From an optimization exercise on the open Yosys and OpenROAD flow, aimed at small area; shortcuts taken in it are not production practice. In this exercise RTL edits were held to simulation tests only and were not proved equivalent to the original. Power figures rest on the tool's default switching activity, not on a simulated workload.

`design/flow/design.v`:
```
module chi_aiu_occ_monitor #(
  parameter int N_OTT = 32,
  parameter int N_STT = 32,
  parameter int AGE_W = 16,
  localparam int OCW  = $clog2(N_OTT + 1),
  localparam int SCW  = $clog2(N_STT + 1),
  localparam int NMAX = (N_OTT > N_STT) ? N_OTT : N_STT,
  localparam int IW   = (NMAX > 1) ? $clog2(NMAX) : 1
) (
  input  logic             clk,
  input  logic             resetn,
  input  logic [N_OTT-1:0] ott_entry_validvec,
  input  logic [N_STT-1:0] stt_entry_validvec,
  input  logic             starv_mode,
  input  logic             clear,
  input  logic [AGE_W-1:0] timeout_thresh,
  output logic [OCW-1:0]   ott_count,
  output logic [SCW-1:0]   stt_count,
  output logic [OCW-1:0]   ott_hwm,
  output logic [SCW-1:0]   stt_hwm,
  output logic             ott_full,
  output logic             stt_full,
  output logic             timeout_err,
  output logic             timeout_is_stt,
  output logic [IW-1:0]    timeout_idx,
  output logic [7:0]       timeout_cnt,
  output logic [15:0]      starv_cycles,
  output logic [7:0]       starv_entries,
  output logic             dbg_starv_state
);
  logic [OCW-1:0]   r_ott_count, r_ott_hwm, w_ott_pop;
  logic [SCW-1:0]   r_stt_count, r_stt_hwm, w_stt_pop;
  logic             r_ott_full, r_stt_full;
  logic [AGE_W-1:0] r_ott_age [N_OTT];
  logic [AGE_W-1:0] r_stt_age [N_STT];
  logic [N_OTT-1:0] w_ott_evt;
  logic [N_STT-1:0] w_stt_evt;
  logic [AGE_W-1:0] w_thr_m1;
  logic             w_any_evt, w_cap_stt;
  logic [IW-1:0]    w_cap_idx;
  logic             r_tmo_err, r_tmo_is_stt;
  logic [IW-1:0]    r_tmo_idx;
  logic [7:0]       r_tmo_cnt;
  always_comb begin
    w_ott_pop = '0;
    for (int i = 0; i < N_OTT; i++) w_ott_pop = w_ott_pop + OCW'(ott_entry_validvec[i]);
    w_stt_pop = '0;
    for (int i = 0; i < N_STT; i++) w_stt_pop = w_stt_pop + SCW'(stt_entry_validvec[i]);
  end
  always_comb begin
    w_thr_m1 = timeout_thresh - AGE_W'(1);
    for (int i = 0; i < N_OTT; i++)
      w_ott_evt[i] = (timeout_thresh != '0) && ott_entry_validvec[i] && (r_ott_age[i] == w_thr_m1);
    for (int i = 0; i < N_STT; i++)
      w_stt_evt[i] = (timeout_thresh != '0) && stt_entry_validvec[i] && (r_stt_age[i] == w_thr_m1);
    w_any_evt = (|w_ott_evt) || (|w_stt_evt);
  end
  always_comb begin
    w_cap_stt = 1'b0;
    w_cap_idx = '0;
    for (int i = N_STT - 1; i >= 0; i--)
      if (w_stt_evt[i]) begin
        w_cap_stt = 1'b1;
        w_cap_idx = IW'(i);
      end
    for (int i = N_OTT - 1; i >= 0; i--)
      if (w_ott_evt[i]) begin
        w_cap_stt = 1'b0;
        w_cap_idx = IW'(i);
      end
  end
  always_ff @(posedge clk or negedge resetn) begin
    if (!resetn) begin
      for (int i = 0; i < N_OTT; i++) r_ott_age[i] <= '0;
      for (int i = 0; i < N_STT; i++) r_stt_age[i] <= '0;
    end else begin
      for (int i = 0; i < N_OTT; i++)
        if (!ott_entry_validvec[i])  r_ott_age[i] <= '0;
        else if (r_ott_age[i] != '1) r_ott_age[i] <= r_ott_age[i] + AGE_W'(1);
      for (int i = 0; i < N_STT; i++)
        if (!stt_entry_validvec[i])  r_stt_age[i] <= '0;
        else if (r_stt_age[i] != '1) r_stt_age[i] <= r_stt_age[i] + AGE_W'(1);
    end
  end
  always_ff @(posedge clk or negedge resetn) begin
    if (!resetn) begin
      r_ott_count  <= '0;
      r_stt_count  <= '0;
      r_ott_full   <= 1'b0;
      r_stt_full   <= 1'b0;
      r_ott_hwm    <= '0;
      r_stt_hwm    <= '0;
      r_tmo_err    <= 1'b0;
      r_tmo_is_stt <= 1'b0;
      r_tmo_idx    <= '0;
      r_tmo_cnt    <= '0;
    end else begin
      r_ott_count <= w_ott_pop;
      r_stt_count <= w_stt_pop;
      r_ott_full  <= &ott_entry_validvec;
      r_stt_full  <= &stt_entry_validvec;
      if (clear) begin
        r_ott_hwm    <= '0;
        r_stt_hwm    <= '0;
        r_tmo_err    <= 1'b0;
        r_tmo_is_stt <= 1'b0;
        r_tmo_idx    <= '0;
        r_tmo_cnt    <= '0;
      end else begin
        if (w_ott_pop > r_ott_hwm) r_ott_hwm <= w_ott_pop;
        if (w_stt_pop > r_stt_hwm) r_stt_hwm <= w_stt_pop;
        if (w_any_evt && !r_tmo_err) begin
          r_tmo_err    <= 1'b1;
          r_tmo_is_stt <= w_cap_stt;
          r_tmo_idx    <= w_cap_idx;
        end
        if (w_any_evt && (r_tmo_cnt != 8'hFF)) r_tmo_cnt <= r_tmo_cnt + 8'd1;
      end
    end
  end
  assign ott_count      = r_ott_count;
  assign stt_count      = r_stt_count;
  assign ott_hwm        = r_ott_hwm;
  assign stt_hwm        = r_stt_hwm;
  assign ott_full       = r_ott_full;
  assign stt_full       = r_stt_full;
  assign timeout_err    = r_tmo_err;
  assign timeout_is_stt = r_tmo_is_stt;
  assign timeout_idx    = r_tmo_idx;
  assign timeout_cnt    = r_tmo_cnt;
  typedef enum logic {ST_IDLE = 1'b0, ST_STARVED = 1'b1} starv_state_t;
  starv_state_t r_starv_state;
  logic [15:0]  r_starv_cycles;
  logic [7:0]   r_starv_entries;
  always_ff @(posedge clk or negedge resetn) begin
    if (!resetn) begin
      r_starv_state   <= ST_IDLE;
      r_starv_cycles  <= '0;
      r_starv_entries <= '0;
    end else begin
      case (r_starv_state)
        ST_IDLE:    if (starv_mode)  r_starv_state <= ST_STARVED;
        ST_STARVED: if (!starv_mode) r_starv_state <= ST_IDLE;
        default:                     r_starv_state <= ST_IDLE;
      endcase
      if (clear) begin
        r_starv_cycles  <= '0;
        r_starv_entries <= '0;
      end else begin
        if ((r_starv_state == ST_IDLE) && starv_mode && (r_starv_entries != 8'hFF))
          r_starv_entries <= r_starv_entries + 8'd1;
        if ((r_starv_state == ST_STARVED) && (r_starv_cycles != 16'hFFFF))
          r_starv_cycles <= r_starv_cycles + 16'd1;
      end
    end
  end
  assign starv_cycles    = r_starv_cycles;
  assign starv_entries   = r_starv_entries;
  assign dbg_starv_state = r_starv_state;
endmodule
```
`design/flow/run.sh`:
```
#!/bin/bash
# synth_recipe.tcl (not shown) runs the flow's synth.tcl, then flattens the netlist and writes it again
# the make line also repeats each setting of config.mk as NAME=value (left out here)
make -C /OpenROAD-flow-scripts/flow DESIGN_CONFIG=/design/flow/config.mk WORK_HOME=/design/flow/orfs CLKGATE_MAP_FILE= SYNTH_SCRIPT=/design/flow/synth_recipe.tcl finish
```
`design/flow/config.mk`:
```
export PLATFORM = sky130hd
export DESIGN_NAME = chi_aiu_occ_monitor
export DESIGN_NICKNAME = chi_aiu_occ_monitor
export VERILOG_FILES = /design/flow/design.v
export SDC_FILE = /design/flow/constraint.sdc
export NUM_CORES = 4
export LEC_CHECK = 0
export CAP_MARGIN = 20
export CORE_MARGIN = 2
export CORE_UTILIZATION = 35
export PLACE_DENSITY = 0.55
export SLEW_MARGIN = 20
```
`design/flow/constraint.sdc`:
```
create_clock -name core_clock -period 12.0 [get_ports {clk}]
set_input_delay 2.4000 -clock core_clock [delete_from_list [all_inputs] [get_ports {clk}]]
set_output_delay 2.4000 -clock core_clock [all_outputs]
set_load 0.01 [all_outputs]
```
==> reports/summary.txt <==
outcome: complete, no violations
type of origin of the critical path: input port
data arrival time of the critical path: 10230 ps
gr usage total: 25.9%
CTS tree: built
CP peak stage delay: 1080 ps
final setup vio count: 0
mux cell area share after synthesis: 1.09%
clock buffer depth: 3
antenna-violating nets left: 0
number of cell rows: 166
Tcrit/Tclk final: 79.2%
DRC viols: 0
core area: 204000 µm²
die height: 456 µm
sequential power share: 36.6%
Synth Area in XOR/XNOR: 19.5%
combinational power share: 22.9%
Inserted Clock Buffers: 138
grt ovf: 0
Crit Reg-Reg Endpoint: r_tmo_idx[1]$_DFFE_PN0P_
Seq/Total Area, Yosys: 38.1%
Post-synth EDFFs: 0
largest net degree at the start of global routing: 163
Clock power frac: 40.5%
Synth Area in Simple Gates: 24.9%
final-report hold violation count: 0
wire length on met2: 121 mm
reg2reg path depth: 14
multi-input logic area: 42100 µm²
syn_nets: 8346
Compound-Gate Fraction of Synth Area: 9.89%
layout filler cell count: 20400
Tightest Pin Transition: 1280 ps
utilization of the core after routing: 39.6%
crit-path cells: clkdlybuf4s50_1, inv_1, ha_4, or4b_2, buf_4, o21ai_2, and2_4, buf_4, o2111ai_1, nor4_1, nand3_1, nand3_2, nor2_1, and3_1, nand4_2, nand2_1, or3_1, a2111oi_0, a21o_1
Primary FF master, synth: dfrtp_1
HPWL after detailed placement: 193 mm
uppermost layer routed: met5
clock latency on the worst-skew pair: 800 ps
synth top area cells: dfrtp_1, xnor2_1, xor2_1
fin. max-slew vios: 0
synth unique cells: 100
Final min period: 9500 ps
top cell type's share of synthesized area: 38.1%
#FFs+latches synth: 1090
# port buffers: 149
initial antenna violation count: 22
endpoint class of the critical path: register
max_cap viols: 0
crit path to: r_tmo_idx[1]$_DFFE_PN0P_
FF/Latch Area: 27300 µm²
worst vdd ir: 0.456 mV
Resized cells post-CTS: 0
max_slew headroom: 13.8%
drt via density: 5.73
post-route setup TNS: 0 ps
Hold/Removal Path Class: register to register
vias in the first global route: 59700
Layout Skew: 33.0 ps
Total Wirelength: 276 mm
RR Startpoint: r_stt_age[15][1]$_DFFE_PN0P_
Root Buffer: clkbuf_16
Net Switching: 0.00327 W
Reg clk slew, reported paths: 70 ps
Die X-Extent: 456 µm
CP startpoint: timeout_thresh[1]
drt wl/cell: 25.2 µm
Synth Instances: 8117
Area Overhead vs Synth: 12.8%
Initial Util: 35.1%
vias post-DR: 62900
worst path required time: 12730 ps
type of the worst setup path: input port to register
first-pass iteration count of the detailed router: 8
met3 routed WL: 21.4 mm
Yosys warnings: 3
first-pass GRT wire length: 404 mm
total die area: 208000 µm²
Max FO, Critical Path: 23
Async S/R FF share, synth: 100%
Avg Inst Size Synth: 8.83 µm²
fin nets: 8409
Slowest cell on crit path: nor4_1
largest family of logic cells by synthesized area: simple AND/OR/NAND/NOR gates
# IOs: 150
Hold Buf Count CTS: 0
cell mode on critical path: buf_4
Synth Cell Area: 71600 µm²
Sw Ratio: 30.9%
Clock Sinks: 1090
pwr dens: 131 nW/µm²
f_max: 0.105 GHz
Post-Synth Adder-Cell Area: 3.09%
r2r setup slk: 7250 ps
setup bufs post-CTS: 0
area leader, netlist: dfrtp_1
GP Congestion: 0.967
RSZ-0062 raised after global routing: no
WL met1: 116 mm
layout cell share with drive strength beyond 1: 5.80%
Leakage: 33.7 nW
Starting DRT DRC Count: 6860
H-tree level count: 4
Internal: 0.00733 W
-- critical path: cells and delay by family --
kind | cells | cell delay [ps]
compound gates | 4 | 1290
fa+ha+maj | 1 | 330
buf+inv | 4 | 1700
simple gates | 10 | 4390
-- per-layer routing --
layer	up-vias	GRT usage, %
met3	715	4.50
li1	28300	-
met2	2654	39.6
met5	-	0
met1	31300	34.5
met4	16	14.8
-- power by group through the flow --
stage	Clock, W	Combinational, W	Sequential, W
2_1_floorplan	0	0.00162	0.00393
3_3_place_gp	0	0.00240	0.00394
3_5_place_dp	0	0.00243	0.00394
4_1_cts	0.00436	0.00244	0.00388
5_1_grt	0.00451	0.00270	0.00389
6_report	0.00429	0.00243	0.00388
-- cell families (layout without fill, tap and decap cells) --
group | count (synthesis) | count (layout)
xor+xnor | 1582 | 1582
flops | 1090 | 1090
compound gates | 1092 | 1092
simple gates | 3543 | 3543
mux | 78 | 78
fa+ha+maj | 149 | 149
buf+inv | 583 | 749
other cells | 0 | 8
-- layout by cell type, fill, tap and decap left out, drive strengths merged, types with 23 or more instances in the layout --
master / synthesis / routed
a21boi: 52 / 52
o211a: 33 / 33
clkdlybuf4s50: 0 / 138
a211oi: 52 / 52
nor2: 909 / 909
clkbuf: 251 / 194
fa: 48 / 48
inv: 192 / 201
clkinv: 9 / 33
o22ai: 23 / 23
dfrtp: 1090 / 1090
or2: 31 / 31
nor4: 91 / 91
o2111ai: 61 / 61
buf: 131 / 167
nand4: 284 / 284
ha: 97 / 97
a2111oi: 36 / 36
xnor2: 800 / 800
o21ai: 295 / 295
and4: 45 / 45
o211ai: 36 / 36
mux2i: 77 / 77
or4: 39 / 39
nor3: 199 / 199
and3: 183 / 183
nand2b: 28 / 28
xor2: 777 / 777
a31oi: 84 / 84
nor2b: 68 / 68
nand3: 480 / 480
or3: 150 / 150
nand2: 676 / 676
and2: 273 / 273
a21oi: 258 / 258
-- worst min-delay path by stage --
| stage | start | endpoint | slack [ps] | cells after the start |
|---|---|---|---|---|
| after floorplan | r_stt_age[29][10]$_DFFE_PN0P_ | r_stt_age[29][10]$_DFFE_PN0P_ | 470 | 1 |
| after global placement | r_stt_age[17][12]$_DFFE_PN0P_ | r_stt_age[17][12]$_DFFE_PN0P_ | 520 | 1 |
| after detailed placement | r_stt_age[17][12]$_DFFE_PN0P_ | r_stt_age[17][12]$_DFFE_PN0P_ | 520 | 1 |
| after CTS | r_stt_age[17][12]$_DFFE_PN0P_ | r_stt_age[17][12]$_DFFE_PN0P_ | 530 | 1 |
| after global routing | r_stt_age[17][12]$_DFFE_PN0P_ | r_stt_age[17][12]$_DFFE_PN0P_ | 550 | 1 |
| final | r_stt_age[17][12]$_DFFE_PN0P_ | r_stt_age[17][12]$_DFFE_PN0P_ | 530 | 1 |
-- flip-flops by register name (all words and copies together) (netlist names), 5 cells and up --
signal / cells
r_stt_count: 6
r_ott_age: 512
r_stt_age: 512
r_tmo_cnt: 8
r_starv_entries: 8
r_tmo_idx: 5
r_ott_hwm: 6
r_stt_hwm: 6
r_ott_count: 6
r_starv_cycles: 16
-- layout make-up --
type | instances | share of cell area, %
Inverter | 201 | 0.933
Clock inverter | 49 | 0.725
Tap cell | 2688 | 4.16
Multi-Input combinational cell | 6444 | 52.1
Clock buffer | 194 | 4.91
Timing Repair Buffer | 305 | 3.36
Antenna cell | 8 | 0.0248
Sequential cell | 1090 | 33.7
-- Yosys cell counts, types with 21 or more instances --
cell type / count
o22ai_1: 23
buf_1: 24
mux2i_1: 77
nor2b_1: 67
and4_1: 45
o2111ai_1: 61
nand3_1: 478
o21ai_0: 289
a21boi_0: 52
nor3b_1: 21
nor4_1: 85
nor2_1: 905
dfrtp_1: 1090
o211a_1: 33
nand2b_1: 28
or4_1: 38
or3_1: 149
and3_1: 183
buf_2: 74
xor2_1: 777
fa_1: 48
nand2_1: 674
o211ai_1: 36
inv_1: 192
nor3_1: 197
nand4_1: 283
ha_1: 97
xnor2_1: 798
a2111oi_0: 35
or2_2: 29
and2_1: 270
a31oi_1: 84
a21oi_1: 258
clkbuf_1: 251
a211oi_1: 52
-- through the flow --
stage                     cell area, µm²  total power [W]  cells  worst slack (ps)  hold slack [ps]
after global placement             76200          0.00635  10700              2190              515
after CTS                          80800           0.0107  11000              2900              529
after floorplan                    71600          0.00556   8117              3750              466
final                              80800           0.0106  11000              2500              534
after detailed placement           76200          0.00637  10700              2080              519
after global routing               80800           0.0111  11000              2700              547

-- static timing again, ports no longer ideal --
The flow's constraints put no driver on any port. The routed layout listed below was extracted and timed again, unchanged, in two steps. Step 1 (the two cells are an assumption about what drives the block):
set clk [get_ports {clk}]
set_driving_cell -lib_cell sky130_fd_sc_hd__clkbuf_16 $clk
set_driving_cell -lib_cell sky130_fd_sc_hd__buf_2 [delete_from_list [all_inputs] $clk]
Step 2, shift: input delay + t, output delay - t, t = (earliest + latest rising clock arrival at the registers) / 2. This alone moves slack from input paths to output paths. a / b / c = no drivers / after step 1 / after step 2; a / b = the first two.
t, ns: 0.875
setup WS [ns]: 2.499 / 2.517 / 1.641
hold slack, ns: 0.534 / 0.534 / 0.534
slew at the worst register clock pin (ns): 0.07 / 0.07
worst slew at a driven data input, ns: 0.19
After both steps setup and hold are still met in this run. For this run, drivers alone change the setup slack by +0.018 ns; drivers and shift together by -0.858 ns.
